What follows belongs to an exercise in optimizing a design on an open flow for small area, a short achievable clock period and few clock cycles per item; a production flow would make more cautious choices. Function was checked by simulation only, so behaviour that the tests miss may differ from the original. The flow treats the clock pin as an ideal source. Dropping or thinning the clock tree relies on that and would not hold on a real chip. No activity file was given, so power comes from the tool's default toggle rates.

run 1:
==> flow/design.v (excerpt) <==
module sha1_pad_top (
    input  logic           sys_clk,
    input  logic           sys_rst,
    input  logic           msg_cal_channel_ready,
    input  logic           msg_info_fifo_empty,
    input  logic [15:0]    msg_info,
    input  logic [5:0]     msg_channel_num,
    output logic           msg_info_rd_en,
    output logic           msg_data_rd_en,
    input  logic [127:0]   msg_data,
    output logic           msg_filled_data_valid,
    output logic           msg_filled_data_sop,
    output logic           msg_filled_data_eop,
    output logic [511:0]   msg_filled_data,
    output logic           msg_filled_info_valid,
    output logic [15:0]    msg_filled_info,
    output logic [13:0]    msg_filled_tag,
    output logic [11:0]    msg_filled_addr
);
Size: roughly 1100 cells after synthesis, roughly 710 I/O pins.
==> flow/config.mk <==
export PLATFORM = sky130hd
export DESIGN_NAME = sha1_pad_top
export DESIGN_NICKNAME = sha1_pad_top
export VERILOG_FILES = /design/flow/design.v
export SDC_FILE = /design/flow/constraint.sdc
export NUM_CORES = 4
export LEC_CHECK = 0
export CAP_MARGIN = 20
export CORE_AREA = 5 5 170 170
export CTS_CLUSTER_DIAMETER = 100
export CTS_CLUSTER_SIZE = 30
export DIE_AREA = 0 0 175 175
export SLEW_MARGIN = 20
==> flow/constraint.sdc <==
create_clock -name core_clock -period 5.0 [get_ports {sys_clk}]
set_input_delay 1.0000 -clock core_clock [delete_from_list [all_inputs] [get_ports {sys_clk}]]
set_output_delay 1.0000 -clock core_clock [all_outputs]
set_load 0.01 [all_outputs]
standard.sh (not shown) runs the stock make flow with config.mk's settings and CLKGATE_MAP_FILE= SYNTH_SCRIPT=/design/flow/synth_recipe.tcl, a recipe that flattens the netlist after the stock synthesis.
==> flow/flow/run.sh <==
#!/bin/bash
# The standard layout (standard.sh: standard synthesis, floorplan, place,
# CTS, route), with these changes:
#  - every port gets a buf_1 port buffer (the timing repair sizes up the ones
#    that need it);
#  - I/O pins may sit one routing track apart, so the die can be small;
#  - CTS adds no balancing loads;
#  - after CTS, flow/post_cts_tree.tcl rebuilds the top of the clock tree as
#    four branch buffers driven by the clock port, each feeding a quarter of
#    the leaf buffers, then runs the timing repair CTS would have run;
#  - the timing repair aims at 1.92 ns (SETUP_SLACK_MARGIN 3.08 at the 5 ns
#    clock).
# All output goes to standard.log here; ORFS keeps each step's log under orfs/logs.
set -e
bash standard.sh BUFFER_PORTS_ARGS="-buffer_cell sky130_fd_sc_hd__buf_1" \
  PLACE_PINS_ARGS="-min_distance 1 -min_distance_in_tracks" \
  CTS_ARGS="-sink_clustering_enable -repair_clock_nets -sink_clustering_size 30 -sink_clustering_max_diameter 100 -dont_use_dummy_load" \
  SKIP_CTS_REPAIR_TIMING=1 POST_CTS_TCL=$PWD/flow/post_cts_tree.tcl \
  SETUP_SLACK_MARGIN=3.08 finish > standard.log 2>&1
==> flow/flow/post_cts_tree.tcl <==
# After CTS: rebuild the top of the clock tree. CTS gives port -> root buffer
# -> a few branch buffers -> leaf buffers -> flip-flops. Here the root and
# branch buffers are replaced by four branch buffers, each at the centre of
# one quarter of the leaf buffers, driven by the clock port directly. Every
# flip-flop still gets the clock through two buffers. Then the timing repair
# that CTS would have run.
set block [ord::get_db_block]
set port_net [$block findNet sys_clk]

proc out_net {inst} {
  foreach it [$inst getITerms] {
    if {[$it isOutputSignal]} { return [$it getNet] }
  }
  return ""
}
proc loads {net} {
  set r {}
  foreach it [$net getITerms] {
    if {[$it isInputSignal]} { lappend r $it }
  }
  return $r
}
proc is_clkbuf {inst} {
  return [string match "sky130_fd_sc_hd__clkbuf_*" [[$inst getMaster] getName]]
}

# Walk down from the port: a clock buffer whose loads include flip-flops is
# a leaf buffer; the clock buffers above the leaves are the upper tree. Cells
# with no output (CTS's balancing loads) on the upper tree's nets go with it.
set upper {}
set leaves {}
set dummies {}
set ok 1
set frontier [list $port_net]
while {[llength $frontier] > 0} {
  set net [lindex $frontier 0]
  set frontier [lrange $frontier 1 end]
  foreach it [loads $net] {
    set inst [$it getInst]
    set onet [out_net $inst]
    if {$onet eq "" || $onet eq "NULL"} { lappend dummies $inst; continue }
    if {![is_clkbuf $inst]} { set ok 0; continue }
    set has_ff 0
    foreach l [loads $onet] {
      if {[[[$l getInst] getMaster] isSequential]} { set has_ff 1 }
    }
    if {$has_ff} {
      lappend leaves $inst
    } else {
      lappend upper $inst
      lappend frontier $onet
    }
  }
}
puts "post_cts_tree: [llength $upper] upper buffers, [llength $leaves] leaf buffers, [llength $dummies] loads without output on the upper tree"

if {$ok && [llength $leaves] >= 8 && [llength $upper] >= 1} {
  # Split the leaves in four: by x at the median, then each half by y.
  set pts {}
  foreach leaf $leaves {
    set bb [$leaf getBBox]
    lappend pts [list $leaf [expr {([$bb xMin] + [$bb xMax]) / 2}] [expr {([$bb yMin] + [$bb yMax]) / 2}]]
  }
  set pts [lsort -integer -index 1 $pts]
  set h [expr {[llength $pts] / 2}]
  set groups {}
  foreach half [list [lrange $pts 0 [expr {$h - 1}]] [lrange $pts $h end]] {
    set half [lsort -integer -index 2 $half]
    set q [expr {[llength $half] / 2}]
    lappend groups [lrange $half 0 [expr {$q - 1}]] [lrange $half $q end]
  }
  set master [[ord::get_db] findMaster sky130_fd_sc_hd__clkbuf_16]
  # Take out the old upper tree.
  foreach inst $dummies {
    foreach it [$inst getITerms] { if {[$it getNet] ne "NULL"} { $it disconnect } }
    odb::dbInst_destroy $inst
  }
  foreach inst $upper {
    set n [out_net $inst]
    foreach it [$inst getITerms] { if {[$it getNet] ne "NULL"} { $it disconnect } }
    odb::dbInst_destroy $inst
    if {$n ne "" && $n ne "NULL"} { odb::dbNet_destroy $n }
  }
  foreach it [loads $port_net] { $it disconnect }
  set k 0
  foreach g $groups {
    set sx 0; set sy 0
    foreach p $g { incr sx [lindex $p 1]; incr sy [lindex $p 2] }
    set cx [expr {$sx / [llength $g]}]
    set cy [expr {$sy / [llength $g]}]
    set buf [odb::dbInst_create $block $master "clkbuf_top_$k"]
    $buf setLocation [expr {$cx - 4000}] $cy
    $buf setPlacementStatus PLACED
    set net [odb::dbNet_create $block "clknet_top_$k"]
    $net setSigType CLOCK
    [$buf findITerm A] connect $port_net
    [$buf findITerm X] connect $net
    foreach p $g {
      set leaf [lindex $p 0]
      [$leaf findITerm A] disconnect
      [$leaf findITerm A] connect $net
    }
    puts "post_cts_tree: clkbuf_top_$k at ($cx, $cy) drives [llength $g] leaf buffers"
    incr k
  }
} else {
  puts "post_cts_tree: tree left as is"
}
detailed_placement
estimate_parasitics -placement
repair_timing_helper
detailed_placement
check_placement -verbose
Run 1 ran to completion and came out clean on the timing, design-rule and antenna checks.
Testbench counts of run 1, summed over its fixed seeds: cycles 19,299, messages 800.
> inputs changed (run 1 -> run 2)
==> flow/flow/run.sh <==
#!/bin/bash
# Standard layout with buf_2 port buffers and pins one track apart; CTS adds
# no balancing loads. After CTS (flow/post_cts_tree.tcl) the top of the clock
# tree is rebuilt as four branch buffers driven by the clock port, input port
# buffers become buf_1 (flow/inputs_small.tcl), then the timing repair runs,
# aiming at a 1.87 ns period.
set -e
export SMALL_INPUT_BUFFERS=$PWD/flow/inputs_small.tcl
bash standard.sh BUFFER_PORTS_ARGS="-buffer_cell sky130_fd_sc_hd__buf_2" \
  PLACE_PINS_ARGS="-min_distance 1 -min_distance_in_tracks" \
  CTS_ARGS="-sink_clustering_enable -repair_clock_nets -sink_clustering_size 30 -sink_clustering_max_diameter 100 -dont_use_dummy_load" \
  SKIP_CTS_REPAIR_TIMING=1 POST_CTS_TCL=$PWD/flow/post_cts_tree.tcl \
  SETUP_SLACK_MARGIN=3.13 finish > standard.log 2>&1
==> flow/flow/inputs_small.tcl (new file) <==
# Input ports have timing to spare: their port buffers get the smallest
# buffer (buf_1); the repair that follows may size any of them back up.
proc small_input_buffers {} {
  set block [ord::get_db_block]
  set n 0
  foreach bterm [$block getBTerms] {
    if {[$bterm getIoType] ne "INPUT"} { continue }
    if {[$bterm getName] eq "sys_clk"} { continue }
    set net [$bterm getNet]
    if {$net eq "NULL"} { continue }
    foreach it [$net getITerms] {
      set inst [$it getInst]
      if {[[$inst getMaster] getName] eq "sky130_fd_sc_hd__buf_2"} {
        replace_cell [$inst getName] sky130_fd_sc_hd__buf_1
        incr n
      }
    }
  }
  puts "small_input_buffers: $n input port buffers now buf_1"
}
small_input_buffers
--- a/flow/flow/post_cts_tree.tcl
+++ b/flow/flow/post_cts_tree.tcl
@@ -108,0 +109 @@
+if {[info exists ::env(SMALL_INPUT_BUFFERS)]} { source $::env(SMALL_INPUT_BUFFERS) }
Results
- In the final design statistics, run 2 uses more standard cells in total than run 1.
- Going from run 1 to run 2, part of the total power dissipated in the clock network down 0.2 points, minimum setup slack in the final design up 0.030 ns.
Changes in run 3 relative to run 2:
==> flow/flow/run.sh <==
#!/bin/bash
# Standard layout with buf_2 port buffers and pins one track apart. After CTS
# (flow/post_cts_tree.tcl) the top of the clock tree is rebuilt as four
# branch buffers driven by the clock port, then the timing repair runs, aiming at a 1.85 ns period.
set -e
bash standard.sh BUFFER_PORTS_ARGS="-buffer_cell sky130_fd_sc_hd__buf_2" \
  PLACE_PINS_ARGS="-min_distance 1 -min_distance_in_tracks" \
  SKIP_CTS_REPAIR_TIMING=1 POST_CTS_TCL=$PWD/flow/post_cts_tree.tcl \
  SETUP_SLACK_MARGIN=3.15 finish > standard.log 2>&1
--- a/flow/flow/post_cts_tree.tcl
+++ b/flow/flow/post_cts_tree.tcl
@@ -109 +108,0 @@
-if {[info exists ::env(SMALL_INPUT_BUFFERS)]} { source $::env(SMALL_INPUT_BUFFERS) }
removed: flow/flow/inputs_small.tcl
Notes after the runs:
Run 3 ends up with a utilization that is 5.8 points higher than in run 2. [run 3] design area rose about 7% relative to run 2. Changes observed in run 3 relative to run 2: multi-input logic area stayed essentially flat; sequential share of layout area fell by 3.5 points; total via count in the routed design rose by 4.2%; detailed placer's ending HPWL stayed essentially flat; net total in the final layout rose by 0.72%. Share of the final layout cell area in multi-input gates came out lower on run 3 than on run 2. Run 3 vs run 2 on slew at the pin closest to its max-slew limit: run 3 is the higher one. Relative to run 2, antenna diode instance count has gone up in run 3.
## Diff of input files: run 4 against run 3
Settings: changing DIE_AREA from 0 0 175 175 to 0 0 180 180; changing CORE_AREA from 5 5 170 170 to 5 5 175 175.
==> flow/flow/run.sh <==
#!/bin/bash
# Standard layout with buf_1 port buffers and pins one track apart; CTS adds
# no balancing loads. After CTS (flow/post_cts_tree.tcl) the top of the clock
# tree is rebuilt as four branch buffers driven by the clock port, input port
# buffers become buf_1 (flow/inputs_small.tcl), then the timing repair runs,
# aiming at a 1.92 ns period.
set -e
export SMALL_INPUT_BUFFERS=$PWD/flow/inputs_small.tcl
bash standard.sh BUFFER_PORTS_ARGS="-buffer_cell sky130_fd_sc_hd__buf_1" \
  PLACE_PINS_ARGS="-min_distance 1 -min_distance_in_tracks" \
  CTS_ARGS="-sink_clustering_enable -repair_clock_nets -sink_clustering_size 30 -sink_clustering_max_diameter 100 -dont_use_dummy_load" \
  SKIP_CTS_REPAIR_TIMING=1 POST_CTS_TCL=$PWD/flow/post_cts_tree.tcl \
  SETUP_SLACK_MARGIN=3.08 finish > standard.log 2>&1
==> flow/flow/inputs_small.tcl (new file) <==
# Input ports have timing to spare: their port buffers get the smallest
# buffer (buf_1); the repair that follows may size any of them back up.
proc small_input_buffers {} {
  set block [ord::get_db_block]
  set n 0
  foreach bterm [$block getBTerms] {
    if {[$bterm getIoType] ne "INPUT"} { continue }
    if {[$bterm getName] eq "sys_clk"} { continue }
    set net [$bterm getNet]
    if {$net eq "NULL"} { continue }
    foreach it [$net getITerms] {
      set inst [$it getInst]
      if {[[$inst getMaster] getName] eq "sky130_fd_sc_hd__buf_2"} {
        replace_cell [$inst getName] sky130_fd_sc_hd__buf_1
        incr n
      }
    }
  }
  puts "small_input_buffers: $n input port buffers now buf_1"
}
small_input_buffers
--- a/flow/flow/post_cts_tree.tcl
+++ b/flow/flow/post_cts_tree.tcl
@@ -108,0 +109 @@
+if {[info exists ::env(SMALL_INPUT_BUFFERS)]} { source $::env(SMALL_INPUT_BUFFERS) }
Results
Against run 3 as the reference, run 4 delivers a lower layout net count.
Looking at vias per cell across run 4 and run 3, the one that comes out lower is run 4.
Going from run 3 to run 4, clock share of power went down by 0.8 points; overall routed net length dropped 11%; post-layout minimum cycle time rose by 0.022 ns; maximum clock rate moved down; sequential share of layout area increased by 5.7 points relative to the old numbers.
The final cell count of run 4 and that of run 3 are within noise of each other.

-- afterwards: timing with drivers on the ports --
In the flow no input, the clock included, has a driving cell. The finished layouts below were timed again as built, in two steps. Step 1 assumes that a clkbuf_16 drives the clock port and a buf_2 every other input. Step 2 moves the port delays by t, midway between the first and last clock arrival at a register: inputs arrive t later, outputs are due t later. That takes back most of the time a late clock gives input paths. Three values: ideal ports, drivers, drivers and shift; two values: the first two.
run	t, ns	setup slack, ns	worst setup path after step 2
run 1	0.450	3.092 / 2.986 / 2.959	input to register
run 2	0.441	3.121 / 3.018 / 2.860	input to register
run 3	0.448	3.117 / 3.015 / 2.864	input to register
run 4	0.448	3.095 / 2.991 / 2.928	input to register
After both steps setup and hold are still met in every run listed. For run 2, which loses most, drivers alone change the setup slack by -0.103 ns; drivers and shift together by -0.261 ns.
